Background: an optimization exercise with open tools, aiming at small area, a short achievable clock period and few clock cycles per item. Do not read the settings as production practice. RTL that was checked went through simulation tests only; none was proved equivalent to the original. No activity file was given, so power comes from the tool's default toggle rates.

==> flow/design.v (excerpt) <==
module cnn_top (
	input  wire         clk,
	input  wire         reset_b,
	input  wire         run,
	output logic        busy,
	output logic [11:0] in_rd_addr,
	input  wire  [15:0] in_rd_data,
	output logic [11:0] weights_rd_addr,
	input  wire  [15:0] weights_rd_data,
	output logic [28:0] out_wr
);
export LEC_CHECK = 0
export CAP_MARGIN = 20
export CORE_MARGIN = 2
export CORE_UTILIZATION = 50
export CTS_CLUSTER_DIAMETER = 80
export CTS_CLUSTER_SIZE = 24
export SLEW_MARGIN = 70
export SYNTH_HIERARCHICAL = 1
create_clock -name core_clock -period 10.0 [get_ports {clk}]
standard.sh (not shown) runs the stock make flow with config.mk's settings and CLKGATE_MAP_FILE= SYNTH_SCRIPT=/design/flow/synth_recipe.tcl, a recipe that flattens the netlist after the stock synthesis.
==> flow/flow/run.sh <==
#!/bin/bash
set -euo pipefail
cd "$(dirname "$0")/.."
export SETUP_SLACK_MARGIN=6.3
export BUFFER_PORTS_ARGS="-buffer_cell sky130_fd_sc_hd__buf_2"
bash standard.sh > flow_make.log 2>&1
The baseline produced a clean layout.
Then changed:
==> flow/run.sh (new file) <==
#!/bin/bash
# synth_recipe.tcl (not shown) runs the flow's synth.tcl, then flattens the netlist and writes it again
# the make line also repeats each setting of config.mk as NAME=value (left out here)
make -C /OpenROAD-flow-scripts/flow DESIGN_CONFIG=/design/flow/config.mk WORK_HOME=/design/flow/orfs CLKGATE_MAP_FILE= SYNTH_SCRIPT=/design/flow/synth_recipe.tcl finish
- SETUP_SLACK_MARGIN: unset -> 5
removed: flow/flow/run.sh
removed: flow/standard.sh
Worst setup slack got worse by 0.0088 ns. Routed wire length fell by 4.7%. First-iteration DRC count shrinks by 6.4%. Hold slack barely changes. Core utilization climbs by 0.36 points. Total power decreases by 2.7%. Maximum frequency barely changes. Clock-buffer cell count is lower by 4.
Then changed:
- CTS_CLUSTER_DIAMETER: 80 -> 100
- CTS_CLUSTER_SIZE: 24 -> 20
The changed run finished with timing, DRC and antenna clean.
Hold slack stays flat.
Sequential share of layout area is about the same.
Area after synthesis is unchanged.
Core utilization hardly moves.
Then changed:
==> flow/flow/run.sh (new file) <==
#!/bin/bash
set -euo pipefail
cd "$(dirname "$0")/.."
export SETUP_SLACK_MARGIN=6.6
export BUFFER_PORTS_ARGS="-buffer_cell sky130_fd_sc_hd__buf_2"
bash standard.sh > flow_make.log 2>&1
==> flow/standard.sh (new file) <==
#!/bin/bash
# synth_recipe.tcl (not shown) runs the flow's synth.tcl, then flattens the netlist and writes it again
# the make line also repeats each setting of config.mk as NAME=value (left out here)
make -C /OpenROAD-flow-scripts/flow DESIGN_CONFIG=/design/flow/config.mk WORK_HOME=/design/flow/orfs CLKGATE_MAP_FILE= SYNTH_SCRIPT=/design/flow/synth_recipe.tcl "${@:-finish}"
- CTS_CLUSTER_DIAMETER: 100 -> 80
- CTS_CLUSTER_SIZE: 20 -> 24
- SETUP_SLACK_MARGIN: 5 -> unset
removed: flow/run.sh
Critical path depth stays the same.
Global-route usage rises by 1.8 points.
Clock skew falls by 0.0071 ns.
Total power rises by 3.1%.
Routed wire length rises by 6.2%.
Via count rises by 2.8%.
Non-clock buffer count rises by 82.
Sequential share of layout area falls by 0.79 points.
Sequential cell count stays the same.
Cell count rises by 2.4%.
No functional check of the RTL was part of any run of this note.

========
Another version of the RTL of cnn_top (not shown whole).
Size: ~580 flip-flops, ~89 I/O pins, roughly 0.032 mm^2 of cells after synthesis.
export LEC_CHECK = 0
export CAP_MARGIN = 20
export CORE_MARGIN = 2
export CORE_UTILIZATION = 70
export CTS_CLUSTER_DIAMETER = 80
export CTS_CLUSTER_SIZE = 24
export SLEW_MARGIN = 70
export SYNTH_HIERARCHICAL = 1
create_clock -name core_clock -period 10.0 [get_ports {clk}]
==> flow/flow/run.sh <==
#!/bin/bash
set -euo pipefail
cd "$(dirname "$0")/.."
export SETUP_SLACK_MARGIN=6.8
export BUFFER_PORTS_ARGS="-buffer_cell sky130_fd_sc_hd__buf_2"
bash standard.sh > flow_make.log 2>&1
Testbench counts at the start, summed over its fixed seeds: cycles 144,886, items 32,549.
Then changed:
--- a/flow/config.mk
+++ b/flow/config.mk
@@ -9,3 +9,3 @@
 export CORE_MARGIN = 2
-export CORE_UTILIZATION = 70
+export CORE_UTILIZATION = 60
 export CTS_CLUSTER_DIAMETER = 80
What happened: Routed wire length fell by a few percent; global-route usage fell by 6.2 points; register-to-register slack is better by 0.06 ns; maximum frequency rose slightly.

========
cnn_top again, from the RTL that the note above started with.
Settings: LEC_CHECK=0, ABC_CLOCK_PERIOD_IN_PS=3000, CAP_MARGIN=20, CORE_MARGIN=2, CORE_UTILIZATION=60, CTS_CLUSTER_DIAMETER=80, CTS_CLUSTER_SIZE=24, SLEW_MARGIN=70, SYNTH_HIERARCHICAL=1; clock period 10.0 ns.
Scripts as last shown in full above: flow/flow/run.sh
Testbench counts at the start, summed over its fixed seeds: cycles 144,886, items 32,549.
==> next run, changes <==
--- a/flow/config.mk
+++ b/flow/config.mk
@@ -8 +7,0 @@
-export ABC_CLOCK_PERIOD_IN_PS = 3000
@@ -11 +10 @@
-export CORE_UTILIZATION = 60
+export CORE_UTILIZATION = 50
What happened: Core utilization decreases by 9.5 points; register-to-register slack degrades by 0.07 ns; sequential power hardly moves; worst setup slack loses 0.035 ns; cell count went up by a few percent; synthesized area stays the same; combinational power rose by roughly a tenth; critical path depth increases by 5.
==> next run, changes <==
--- a/flow/config.mk
+++ b/flow/config.mk
@@ -13 +13 @@
-export SLEW_MARGIN = 70
+export SLEW_MARGIN = 20
Total power is lower by about 1.2%; flip-flop and latch count is unchanged; via count is lower by 1.0%; wire length stays flat; area after synthesis does not change; setup slack degrades by 0.078 ns; design area is lower by 1.4%; die area stays the same; count of clock-buffer cells in the layout is lower by 2.

========
Another version of the RTL of cnn_top (not shown whole).
export LEC_CHECK = 0
export CAP_MARGIN = 20
export CORE_MARGIN = 2
export CORE_UTILIZATION = 50
export SLEW_MARGIN = 70
export SYNTH_HIERARCHICAL = 1
create_clock -name core_clock -period 10.0 [get_ports {clk}]
==> flow/flow/run.sh <==
#!/bin/bash
set -euo pipefail
cd "$(dirname "$0")/.."
export SETUP_SLACK_MARGIN=7.5
bash standard.sh > flow_make.log 2>&1
Rerun with:
==> flow/run.sh (new file) <==
#!/bin/bash
# synth_recipe.tcl (not shown) runs the flow's synth.tcl, then flattens the netlist and writes it again
# the make line also repeats each setting of config.mk as NAME=value (left out here)
make -C /OpenROAD-flow-scripts/flow DESIGN_CONFIG=/design/flow/config.mk WORK_HOME=/design/flow/orfs CLKGATE_MAP_FILE= SYNTH_SCRIPT=/design/flow/synth_recipe.tcl finish
- CTS_CLUSTER_DIAMETER: unset -> 100
- CTS_CLUSTER_SIZE: unset -> 20
- SETUP_SLACK_MARGIN: unset -> 5
removed: flow/flow/run.sh
removed: flow/standard.sh
What happened:
- worst setup slack loses 340 ps
- utilization shrinks by 5.6 points
- clock skew fell by 38 ps
- power fell by roughly a tenth
- cell count went down by a few percent
- die area is unchanged
- routed wire length goes down by a little under a tenth
- worst hold slack improved by 4.9 ps
- non-clock buffer count shrinks by 119
- design area fell by roughly a tenth
Function was not checked in any run of this note: the RTL went through the layout flow alone.

========
== job 4092 ==
Starting RTL as in the previous note.
Design cnn_top, start of the top module:
module cnn_top (
	input  wire         clk,
	input  wire         reset_b,
	input  wire         run,
	output logic        busy,
	output logic [11:0] in_rd_addr,
	input  wire  [15:0] in_rd_data,
	output logic [11:0] weights_rd_addr,
	input  wire  [15:0] weights_rd_data,
	output logic [28:0] out_wr
);
clock: 10.0 ns
lec_check: 0
cap_margin: 20
core_margin: 2
core_utilization: 50
slew_margin: 70
synth_hierarchical: 1
==> flow/flow/run.sh <==
#!/bin/bash
set -euo pipefail
cd "$(dirname "$0")/.."
export SETUP_SLACK_MARGIN=6.5
bash standard.sh > flow_make.log 2>&1
Both conditions hold for job 4092: the flow ran to the end and the final layout passed the timing, DRC and antenna checks.
Input-level comparison between job 8087 and job 4092:
==> flow/flow/run.sh <==
#!/bin/bash
set -euo pipefail
cd "$(dirname "$0")/.."
export SETUP_SLACK_MARGIN=7.0
bash standard.sh > flow_make.log 2>&1
### Flow results
Job 4092 has a lower design area than job 8087. Job 4092 and job 8087 ended up with roughly the same worst slack after detailed placement. The worst setup path endpoint comes out u_eng.q55 in one run and u_eng.q36 in the other, namely in job 8087 and job 4092 respectively. Looking at final layout net count, job 8087 sits 2.1% above job 4092. Taking job 8087 over job 4092, the non-clock buffer count ratio works out to 1.4. Comparing job 8087 and job 4092, the lower proportion of power drawn by the clock network was measured on job 4092. Diff job 8087 and job 4092: final-layout worst hold slack lower in job 4092. Compared with job 4092, job 8087 shows a lower global-route wire length before repair.
Setup changes, job 8087 to job 1407
- SETUP_SLACK_MARGIN: unset -> 5
- CORE_UTILIZATION: 50 -> 65
==> flow/run.sh (new file) <==
#!/bin/bash
# synth_recipe.tcl (not shown) runs the flow's synth.tcl, then flattens the netlist and writes it again
# the make line also repeats each setting of config.mk as NAME=value (left out here)
make -C /OpenROAD-flow-scripts/flow DESIGN_CONFIG=/design/flow/config.mk WORK_HOME=/design/flow/orfs CLKGATE_MAP_FILE= SYNTH_SCRIPT=/design/flow/synth_recipe.tcl finish
removed: flow/flow/run.sh
removed: flow/standard.sh
==> results.txt <==
Measured against each other, job 1407 and job 8087 differ in area of the multi-input gates, the higher figure coming from job 8087.
Going from job 8087 to job 1407, the instance count on the critical path was found to have gone down by 5.
On job 1407: non-clock buffer count is 138 lower than what job 8087 gave.
Startpoint of the worst setup timing path = ldph[3]: job 1407; startpoint of the worst setup timing path = kw[3][2]: job 8087
In the flow results for job 1407 and job 8087, the final area is larger on job 8087.
The leading cell type in the layout, fill and taps excluded comes out nand2_1 in one run and fa_1 in the other, namely in job 8087 and job 1407 respectively.
Number of clock-tree buffers in the layout (lower): job 1407
Job 1407 and job 8087 ended up with nearly the same synthesized area per cell.
Per the comparison of job 1407 with job 8087, hold slack was more or less identical, maximum number of buffers from clock root to sink flat.
Area overhead of the layout relative to synthesis: job 1407 lower than job 8087
The run with more setup slack is job 8087; job 1407 has less.
diff inputs: job 1407 => job 3788
- swapping 65 for 50 in CORE_UTILIZATION
- putting ABC_AREA at 1 where nothing was set
==> comparison <==
Against job 1407 as the reference, job 3788 delivers a higher simple-gate share of the synthesized area.
Of job 3788 and job 1407, the run reporting the higher later-pin clock latency in the skew report was job 3788.
Final cell count: job 3788 vs job 1407 up 672
Cmp job 3788 vs job 1407: layout overhead on the synthesized area lower in job 3788
Diff job 1407 -> job 3788: timing-limited maximum frequency shows a reduction of about 1.3%; part of the power in combinational logic shows an increase of 0.7 points; sequential fraction of total cell area shows a reduction of 1.2 points.
Diff job 3788 and job 1407: post-synthesis share of cell area spent on full adders, half adders and majority gates lower in job 3788
No functional check of the RTL was part of any run of this note.

what the ideal ports hide:
The results above use ideal ports. As a check the final layouts listed here were re-extracted and re-timed, cells and wires unchanged.
Step 1, drivers: a clkbuf_16 drives clk and a buf_2 each remaining input, both assumed.
Step 2 times the ports against the registers' clock, not the clock port: input delays grow and output delays shrink by t, the midpoint of the rising clock arrivals with the driver on.
a / b / c = ideal ports / drivers / drivers and shift; a / b = the first two.
run	t (ns)	slack for setup (ns)	worst slew at a driven data input, ns	pins driven straight from the clock port
the first run of note 1	0.649	6.372 / 6.372 / 6.372	0.10	1
the second run of note 1	0.703	6.364 / 6.364 / 6.364	0.09	1
the third run of note 1	0.649	6.324 / 6.324 / 6.324	0.10	1
the fourth run of note 1	0.649	6.533 / 6.533 / 6.533	0.10	1
the first run of note 2	0.635	6.878 / 6.818 / 6.878	0.06	1
the second run of note 2	0.627	6.910 / 6.847 / 6.865	0.09	1
the first run of note 3	0.627	6.910 / 6.847 / 6.865	0.09	1
the second run of note 3	0.650	6.874 / 6.811 / 6.832	0.08	1
the third run of note 3	0.651	6.796 / 6.796 / 6.709	0.07	1
the first run of note 4	0.674	6.595 / 6.595 / 6.595	0.07	1
the second run of note 4	0.635	6.255 / 6.193 / 6.449	0.08	1
job 4092	0.669	6.534 / 6.492 / 6.525	0.07	1
job 8087	0.696	6.617 / 6.617 / 6.483	0.09	1
job 1407	0.670	6.216 / 6.159 / 6.365	0.08	1
job 3788	0.704	6.165 / 6.100 / 6.356	0.06	1
After both steps every run listed still meets setup and hold. The setup slack of job 8087, which loses most, moves by 0.000 ns with the drivers and by -0.134 ns with both steps.
